Context: an optimization exercise on an open-source flow, tuned for small area. The choices shown serve that exercise and are no tape-out recipe.
In this exercise RTL edits were held to simulation tests only and were not proved equivalent to the original.
Power and IR drop assume default switching activity.

## flow/design.v (module list and top-level ports; edited modules follow where they fit)
// module dot_product_top: 2568 lines
// module dp_fa: 10 lines
// module dp_xor: 7 lines
module dot_product_top (
    input  logic        clk,
    input  logic        reset,
    input  logic        up_valid,
    input  logic        up_last,
    input  logic [63:0] up_data,
    input  logic [63:0] up_weight,
    output logic        dn_valid,
    output logic [15:0] dn_data
);
  // ...
==> flow/flow/run.sh <==
#!/bin/bash
# Standard layout, except that the port buffers use a small plain buffer.
set -euo pipefail
export BUFFER_PORTS_ARGS="-buffer_cell sky130_fd_sc_hd__buf_1"
bash standard.sh > standard.log 2>&1
==> flow/standard.sh <==
#!/bin/bash
# synth_recipe.tcl (not shown) runs the flow's synth.tcl, then flattens the netlist and writes it again
# the make line also repeats each setting of config.mk as NAME=value (left out here)
make -C /OpenROAD-flow-scripts/flow DESIGN_CONFIG=/design/flow/config.mk WORK_HOME=/design/flow/orfs CLKGATE_MAP_FILE= SYNTH_SCRIPT=/design/flow/synth_recipe.tcl "${@:-finish}"
==> flow/config.mk <==
export PLATFORM = sky130hd
export DESIGN_NAME = dot_product_top
export DESIGN_NICKNAME = dot_product_top
export VERILOG_FILES = /design/flow/design.v
export SDC_FILE = /design/flow/constraint.sdc
export NUM_CORES = 4
export LEC_CHECK = 0
export ABC_AREA = 1
export CAP_MARGIN = 20
export CORE_MARGIN = 2
export CORE_UTILIZATION = 40
export GPL_TIMING_DRIVEN = 0
export SLEW_MARGIN = 20
export SYNTH_HIERARCHICAL = 1
export SYNTH_MINIMUM_KEEP_SIZE = 0
==> flow/constraint.sdc <==
create_clock -name core_clock -period 6.0 [get_ports {clk}]
set_input_delay 1.2000 -clock core_clock [delete_from_list [all_inputs] [get_ports {clk}]]
set_output_delay 1.2000 -clock core_clock [all_outputs]
set_load 0.01 [all_outputs]
==> key figures, run 1 <==
Synthesis
  – Post-Syn Area: 21800 sq um
  – Syn_area_per_cell: between 9 and 10 sq um
  – Post-synth EDFFs: 16
  – Synth Area in Simple Gates: about 8.0%
  – Synth area leader: fa_1
  – Xor/xnor cell area share of the yosys netlist: about 18%

Critical path
  – Startpoint Class: primary input
  – Critical Path End: r14_1$_DFF_P_

CTS
  – Later-pin clock latency in the skew report: 330 ps
  – CTS Buf Count: 9
  – Clock Tree Buf Depth: 2

Final layout
  – Finished Cell Area: roughly 24000 sq um
  – Seq_cells: 68
  – Nonclk inv count: 206
  – Multi-input combinational area share: around four fifths
  – Fraction of area in registers: between 6 and 7%

Status
  – Status: timing/DRC/antenna clean

Floorplanning
  – I/O pins: around 150
  – Well tap count: 696

Place
  – Hpwl dp: slightly below 70 mm
  – Port Buffers: 147
  – Placed Instances: roughly 3100

Detailed routing
  – Routed Antenna Nets: 0
  – Met2 WL: about 37 mm
  – Via count: about 18000
  – Met3 wire len: slightly below 6 mm
  – Post-Route WL: 79.6 mm
  – Metal-1 WL: 32.3 mm

Global route
  – Initial antenna violation count: 0
  – GR Util met3: 3.70%

Power
  – Share of total power in combinational logic: between 80% and 90%
  – Clk network pwr share: 3.1%
  – Sw Ratio: roughly 53%

Timing
  – Setup Viol. Count Final: 0
==> run 2, diff against run 1 <==
==> flow/flow/run.sh (replaced) <==
#!/bin/bash
# Standard layout, except that the port buffers use a small plain buffer.
set -euo pipefail
export BUFFER_PORTS_ARGS="-buffer_cell sky130_fd_sc_hd__buf_2"
bash standard.sh > standard.log 2>&1
==> key figures, run 2 <==
Global route
  – Largest net degree at the start of global routing: 20 (unchanged)
  – Initial antenna violation count: 2 (was 0)
  – All-layer global routing usage: 28.7% (was 28.1%)
  – First-pass GRT wire length: 119 mm (was 117 mm)
  – Congestion Overflow GR: 0 (unchanged)
  – Number of global-route vias before repair: 18600 (was 18200)

CTS
  – CTS sink count: 68 (unchanged)
  – Clock-pin slew on the worst setup and hold paths: 60 ps (about the same)
  – Post-CTS Setup Bufs: 0 (unchanged)
  – Post-CTS Hold Buffers: 0 (unchanged)
  – Post-CTS resize count: 0 (unchanged)
  – Later-pin clock latency in the skew report: 330 ps (about the same)
  – H-Tree Depth: 3 (unchanged)
  – Clock root cell: clkbuf_16 (unchanged)
  – CTS tree: yes (unchanged)
  – Clock Tree Buf Depth: 2 (unchanged)
  – CTS Buf Count: 9 (unchanged)

Floorplanning
  – Die height: 238 um (unchanged)
  – Cell row count: 85 (unchanged)
  – I/O pins: 149 (unchanged)
  – DIE AREA: 56400 sq um (unchanged)
  – Die width: 238 um (unchanged)
  – Initial Util: 40.5% (unchanged)
  – Core footprint: 53800 sq um (unchanged)

Job
  – Maxcap violations: 0 (unchanged)

Final layout
  – Fillers: 5261 (was 5302)
  – Largest Register: total (unchanged)
  – Max FFs per register: 16 (unchanged)
  – Fraction of final layout cells sized beyond drive strength 1: 18.1% (was 12.1%)
  – Nets: 3041 (unchanged)
  – Most common cell after layout, fill and taps aside: xor2_1 (unchanged)
  – Most frequent cells in the layout: xor2_1, fa_1, o22ai_1, nand2_1, buf_2 (was xor2_1, fa_1, o22ai_1, nand2_1, inv_1)
  – Area growth, synth to finish: 8.90% (was 7.96%)
  – Post-Route Utilization: 44.1% (was 43.8%)

Place
  – Gp weighted congestion: 1.03 (about the same)
  – Hpwl dp: 68.7 mm (was 68.3 mm)
  – Port Buffers: 147 (unchanged)

Synthesis
  – Post-synthesis cell type count: 36 (unchanged)
  – Syn Inst Count: 2286 (unchanged)
  – Register area share after synthesis: 6.98% (unchanged)
  – Synth area leader: fa_1 (unchanged)
  – Syn_area_per_cell: 9.54 sq um (unchanged)
  – Top cells by area, synth: fa_1, xor2_1, o22ai_1, o22ai_2, nand2_1 (unchanged)
  – Post-synth EDFFs: 16 (unchanged)
  – Primary FF master, synth: dfxtp_1 (unchanged)
  – Synth cell count leaders: xor2_1, fa_1, o22ai_1 (unchanged)
  – Synthesized flop and latch total: 68 (unchanged)
  – Post-synth top area share: 38.4% (unchanged)
  – Ys async rst share: 0% (unchanged)
  – Post-Syn Area: 21800 sq um (unchanged)
  – Most common cell in the synthesized netlist: xor2_1 (unchanged)
  – Yosys warning count: 7 (unchanged)

Timing
  – Max Slew Vio Count: 0 (unchanged)
  – RSZ-0062 raised after global routing: no (unchanged)
  – Setup Viol. Count Final: 0 (unchanged)
  – Rel. slew slack: 41.9% (was 39.6%)
  – Crit share post-route: 97.7% (was 97.9%)
  – FMAX: 0.171 GHz (was 0.170 GHz)
  – Setup Skew: 8.19 ps (was 5.59 ps)
  – Final Hold Slack: 432 ps (was 442 ps)
  – Period minus WS final: 5860 ps (was 5870 ps)
  – Tightest Pin Transition: 871 ps (was 907 ps)
  – Hold Vio Cnt, Final: 0 (unchanged)
  – Setup Total Neg Slack: 0 ps (unchanged)

Power
  – Worst vdd ir: 794 uV (was 631 uV)
  – PD cells: 726 nW/um^2 (was 724 nW/um^2)
  – Leakage: 10.6 nW (was 10.2 nW)
  – Total power: 17.2 mW (was 17.0 mW)

Hold path
  – Hold worst-path end: dn_valid$_SDFF_PP0_ (unchanged)
  – HP Class: flop to flop (unchanged)
  – Hold wc startpoint: l1$_DFF_P_ (unchanged)
  – Hold-critical path depth: 2 (unchanged)

Detailed routing
  – DRC viols: 0 (unchanged)
  – Iter 0 DRT Violations: 1884 (was 1742)
  – Via count: 18000 (about the same)
  – Post-Route WL: 80.6 mm (was 79.6 mm)
  – Routed Antenna Nets: 0 (unchanged)
  – Routed WL per cell: 25.6 um (was 25.3 um)
  – Drt first pass iters: 5 (was 6)
  – Vias per std cell: 5.72 (about the same)

Critical path
  – Worst Path Required: 6200 ps (was 6170 ps)
  – Worst r2r path cells: 19 (unchanged)
  – Reg2reg setup slack: 410 ps (was 420 ps)
  – Startpoint Class: primary input (unchanged)
  – R2R Path End: total[13]$_DFFE_PP_ (unchanged)
  – RR Startpoint: first$_SDFFE_PP1P_ (unchanged)
  – Crit end category: flop (unchanged)
  – CP max FO: 10 (unchanged)
  – WS Path Type: primary input to flop (unchanged)
  – Worst Path Arrival: 6060 ps (was 6040 ps)

Status
  – Status: timing/DRC/antenna clean (unchanged)
## run 2: cell families after synthesis
logic type | synth area share [%]
flops | 6.98
other cells | 0.0172
fa+ha+maj | 40.9
buf+inv | 8.51
compound gates | 17.3
simple gates | 7.96
xor+xnor | 18.3
## run 2: where the power goes
part / internal, mW / switching, mW / total [mW]
clock network: 0.345 / 0.199 / 0.544
registers: 1.23 / 0.118 / 1.35
logic: 6.55 / 8.79 / 15.3
## run 2: routing by layer
layer / vias up / part of all wire (%) / track usage (%)
li1: 7877 / - / -
met1: 9086 / 40 / 37.5
met2: 874 / 47 / 47.7
met3: 164 / 7.8 / 3.52
met4: 2 / 5.4 / 12.8
met5: - / 0.011 / 0
## run 2: final cells by class
type,instances,area (sq um),share of cell area (%)
Antenna cell,1,2.50,0.0105
Buffer,174,1080,4.55
Clock buffer,12,289,1.22
Clock inverter,4,35.0,0.148
Inverter,206,776,3.27
Multi-Input combinational cell,1840,18400,77.6
Sequential cell,68,1520,6.41
Tap cell,696,871,3.67
Timing Repair Buffer,147,736,3.10
## run 2: Yosys stat by module, one instance, submodules excluded
module | times used | flops+latches | cells inside | area (sq um)
dot_product_top | 1 | 68 | 1683 | 12700
dp_fa | 418 | 0 | 1 | 20.0
dp_xor | 37 | 0 | 5 | 18.8
## run 2: metrics by stage
step / cell area (sq um) / worst slack (ps) / instances
CTS: 23700 / 243 / 3147
finish: 23800 / 136 / 3148
global placement: 23400 / -94.5 / 3131
global route: 23700 / 17.8 / 3147
detailed placement: 23400 / -79.4 / 3131
floorplan: 21800 / 758 / 2288
## run 2: critical path, stage by stage
cell	delay, ps
buf_2	120
inv_1	250
buf_1	660
o22ai_1	210
xor2_1	210
fa_1	540
fa_1	580
fa_1	510
fa_1	420
fa_1	390
fa_1	550
fa_1	410
## run 2: worst max-delay path by stage
| stage | to | cells past startpoint | start | slack [ps] |
|---|---|---|---|---|
| after floorplan | r9_2$_DFF_P_ | 14 | up_weight[11] | 760 |
| after global placement | r3_1$_DFF_P_ | 12 | up_data[2] | -90 |
| after detailed placement | r14_1$_DFF_P_ | 12 | up_data[3] | -80 |
| after CTS | r9_2$_DFF_P_ | 12 | up_data[10] | 240 |
| after global routing | r3_1$_DFF_P_ | 12 | up_data[2] | 20 |
| final | r3_1$_DFF_P_ | 12 | up_data[2] | 140 |
==> run 3, diff against run 2 <==
==> flow/run.sh (new file) <==
#!/bin/bash
# synth_recipe.tcl (not shown) runs the flow's synth.tcl, then flattens the netlist and writes it again
# the make line also repeats each setting of config.mk as NAME=value (left out here)
make -C /OpenROAD-flow-scripts/flow DESIGN_CONFIG=/design/flow/config.mk WORK_HOME=/design/flow/orfs CLKGATE_MAP_FILE= SYNTH_SCRIPT=/design/flow/synth_recipe.tcl finish
removed: flow/flow/run.sh
removed: flow/standard.sh
==> key figures, run 3 <==
Final layout
  – Fillers: 5165 (was 5261)
  – Nets: 3041 (unchanged)
  – FF/Latch Area: 1520 sq um (unchanged)
  – Fraction of final layout cells sized beyond drive strength 1: 13.5% (was 18.1%)
  – # diodes: 0 (was 1)
  – Area growth, synth to finish: 13.0% (was 8.90%)
  – Post-Route Utilization: 45.8% (was 44.1%)
  – Largest Register: total (unchanged)
  – Most frequent cells in the layout: xor2_1, fa_1, o22ai_1, nand2_1, inv_1 (was xor2_1, fa_1, o22ai_1, nand2_1, buf_2)
  – Most common cell after layout, fill and taps aside: xor2_1 (unchanged)
  – Fin cells: 3147 (was 3148)
  – Max FFs per register: 16 (unchanged)
  – Multi-input logic area: 18600 sq um (was 18400 sq um)

Critical path
  – R2R Path End: total[13]$_DFFE_PP_ (unchanged)
  – Reg2reg setup slack: 400 ps (was 410 ps)
  – Worst Path Arrival: 6100 ps (was 6060 ps)
  – Startpoint Class: primary input (unchanged)
  – RR Startpoint: first$_SDFFE_PP1P_ (unchanged)
  – WS Path Type: primary input to flop (unchanged)
  – Worst Path Required: 6170 ps (was 6200 ps)
  – CP max FO: 9 (was 10)
  – Crit end category: flop (unchanged)
  – Worst r2r path cells: 19 (unchanged)

Detailed routing
  – DRC viols: 0 (unchanged)
  – Routed WL per cell: 25.6 um (about the same)
  – Iter 0 DRT Violations: 1689 (was 1884)
  – Post-Route WL: 80.6 mm (about the same)
  – Via count: 17900 (was 18000)
  – Routed Antenna Nets: 0 (unchanged)
  – Vias per std cell: 5.67 (was 5.72)
  – Drt first pass iters: 5 (unchanged)

CTS
  – CTS sink count: 68 (unchanged)
  – Clock-pin slew on the worst setup and hold paths: 60 ps (about the same)
  – CTS tree: yes (unchanged)
  – Clock Tree Buf Depth: 2 (unchanged)
  – Post-CTS Hold Buffers: 0 (unchanged)
  – Post-CTS Setup Bufs: 0 (unchanged)
  – CTS Buf Count: 9 (unchanged)
  – Clock root cell: clkbuf_16 (unchanged)
  – Later-pin clock latency in the skew report: 330 ps (about the same)
  – H-Tree Depth: 3 (unchanged)

Floorplanning
  – Die height: 238 um (unchanged)
  – Cell row count: 85 (unchanged)
  – Die width: 238 um (unchanged)
  – DIE AREA: 56400 sq um (unchanged)
  – I/O pins: 149 (unchanged)
  – Core footprint: 53800 sq um (unchanged)
  – Initial Util: 40.5% (unchanged)

Power
  – Worst vdd ir: 659 uV (was 794 uV)
  – Leakage: 10.8 nW (was 10.6 nW)
  – PD cells: 691 nW/um^2 (was 726 nW/um^2)

Synthesis
  – Top cells by area, synth: fa_1, xor2_1, o22ai_1, o22ai_2, nand2_1 (unchanged)
  – Ys async rst share: 0% (unchanged)
  – Synth cell count leaders: xor2_1, fa_1, o22ai_1 (unchanged)
  – Primary FF master, synth: dfxtp_1 (unchanged)
  – Post-synth top area share: 38.4% (unchanged)
  – Most common cell in the synthesized netlist: xor2_1 (unchanged)
  – Synthesized flop and latch total: 68 (unchanged)
  – Post-Syn Area: 21800 sq um (unchanged)
  – Yosys warning count: 7 (unchanged)
  – Synth area leader: fa_1 (unchanged)
  – Register area share after synthesis: 6.98% (unchanged)
  – Syn_area_per_cell: 9.54 sq um (unchanged)
  – Post-synth EDFFs: 16 (unchanged)
  – Post-synthesis cell type count: 36 (unchanged)
  – Syn Inst Count: 2286 (unchanged)

Timing
  – Tightest Pin Transition: 879 ps (was 871 ps)
  – FMAX: 0.169 GHz (was 0.171 GHz)
  – Rel. slew slack: 41.4% (was 41.9%)
  – Period minus WS final: 5930 ps (was 5860 ps)
  – Crit share post-route: 98.8% (was 97.7%)
  – Max Slew Vio Count: 0 (unchanged)
  – Hold Vio Cnt, Final: 0 (unchanged)
  – Setup Skew: 7.01 ps (was 8.19 ps)
  – Setup Viol. Count Final: 0 (unchanged)
  – RSZ-0062 raised after global routing: no (unchanged)

Global route
  – GR Util met1: 37.7% (was 37.5%)
  – GR Util met3: 3.40% (was 3.52%)
  – GRT met2 Usage: 47.2% (was 47.7%)
  – Congestion Overflow GR: 0 (unchanged)
  – Initial antenna violation count: 1 (was 2)
  – Number of global-route vias before repair: 18500 (was 18600)
  – First-pass GRT wire length: 118 mm (was 119 mm)
  – Largest net degree at the start of global routing: 20 (unchanged)
  – Grt peak-use layer: met2 (unchanged)
  – All-layer global routing usage: 28.5% (was 28.7%)

Hold path
  – HP Class: flop to flop (unchanged)
  – Hold wc startpoint: l1$_DFF_P_ (unchanged)
  – Hold-critical path depth: 2 (unchanged)
  – Hold worst-path end: dn_valid$_SDFF_PP0_ (unchanged)

Status
  – Status: timing/DRC/antenna clean (unchanged)

Place
  – Gp weighted congestion: 1.04 (was 1.03)
  – Port Buffers: 147 (unchanged)
  – Placed Instances: 3131 (unchanged)
  – Hpwl dp: 69.0 mm (was 68.7 mm)

Job
  – Maxcap violations: 0 (unchanged)
run 3: cell counts after synthesis:
No cell type changed its count.
run 3: worst max-delay path by stage:
stage	from	to	slack (ps)
after floorplan	up_weight[11]	r9_2$_DFF_P_	760
after global placement	up_weight[57]	r14_1$_DFF_P_	-480
after detailed placement	up_weight[57]	r14_1$_DFF_P_	-550
after CTS	up_data[1]	r3_1$_DFF_P_	2
after global routing	up_weight[11]	r9_2$_DFF_P_	3
final	up_weight[29]	r14_1$_DFF_P_	70
run 3: repair_timing:
| action | CTS | global route |
|---|---|---|
| gates resized for setup | 15 | 53 |
| pin swaps | 0 | 2 |
| endpoints found under the setup margin | 6 | 10 |
run 3: Yosys stat by module, one instance, submodules excluded:
| module | cell area (sq um) | times used | cells inside | flip-flops and latches |
|---|---|---|---|---|
| dp_fa | 20.0 | 418 | 1 | 0 |
| dot_product_top | 12700 | 1 | 1683 | 68 |
| dp_xor | 18.8 | 37 | 5 | 0 |
run 3: logic make-up (layout without fill, tap and decap cells):
group / Yosys count / count (layout) / synth area share (%)
AOI/OAI and AO/OA: 498 / 498 / 17.3
adders and majority gates: 463 / 463 / 40.9
xor gates and xnor gates: 455 / 455 / 18.3
and+or+nand+nor: 421 / 421 / 7.96
buffers and inverters: 380 / 543 / 8.51
DFF: 68 / 68 / 6.98
other: 1 / 3 / 0.0172
run 3: layout make-up:
type / instances / share of cell area, %
flip-flops and latches: 68 / 6.17
well taps: 696 / 3.53
clock buffers: 9 / 0.914
multi-input cells: 1840 / 75.3
plain buffers: 174 / 4.55
clock inverters: 7 / 0.335
repair buffers: 147 / 6.02
inverters: 206 / 3.15
run 3: layer usage:
metal / vias up / part of all wire (%)
met4: 0 / 5.4
li1: 7862 / -
met1: 9067 / 41
met2: 787 / 47
met5: - / 0
met3: 137 / 6.7
run 3: report_power, final:
part,total (mW),internal (mW),switching [mW]
Sequential,1.35,1.23,0.123
Clock,0.535,0.329,0.206
Combinational,15.1,6.54,8.60
run 3: stage by stage:
stage               TNS (ps)  hold WS [ps]  cell area (sq um)  worst slack [ps]  power (mW)
global route               0           483              24700              2.92        18.6
floorplan                  0           410              21800               758        10.8
CTS                        0           452              24500              2.26        16.9
finish                     0           442              24700              73.3        17.0
detailed placement     -5210           442              24200              -552        16.3
global placement       -4500           427              24200              -477        16.1
run 3: worst max-delay path, cell delays in order:
cell             delay [ps]
clkdlybuf4s50_1         550
buf_2                   250
or2_1                   270
nand2_1                 110
o21ai_4                 130
o22ai_2                 160
xor2_1                  240
fa_1                    460
fa_1                    430
fa_1                    440
fa_1                    420
fa_1                    400
fa_1                    520
fa_1                    510

[separate check: timing with driven ports]
The results above use ideal ports. As a check the final layouts listed here were re-extracted and re-timed, cells and wires unchanged. Step 1 sets driving cells, clkbuf_16 on the clock port and buf_2 on the other inputs (assumed; they add their load-dependent delay and slew). Step 2, shift: input delay + t, output delay - t, t = (earliest + latest rising clock arrival at the registers) / 2. This alone moves slack from input paths to output paths. Three values: ideal, step 1, step 2; two values: the first two.
run | shift t [ns] | slack for setup (ns) | worst hold slack (ns) | latest minus earliest clock arrival (ns) | cell pins on the clock port's net
run 1 | 0.362 | 0.128 / 0.139 / -0.223 | 0.442 / 0.442 / 0.442 | 0.006 / 0.006 | 1
run 2 | 0.360 | 0.136 / 0.152 / -0.209 | 0.432 / 0.432 / 0.432 | 0.008 / 0.009 | 1
run 3 | 0.360 | 0.073 / 0.088 / -0.272 | 0.442 / 0.442 / 0.442 | 0.008 / 0.008 | 1
With both steps, setup timing fails in every run listed, where it was met with ideal ports. The setup slack of run 1, which loses most, moves by +0.011 ns with the drivers and by -0.351 ns with both steps.
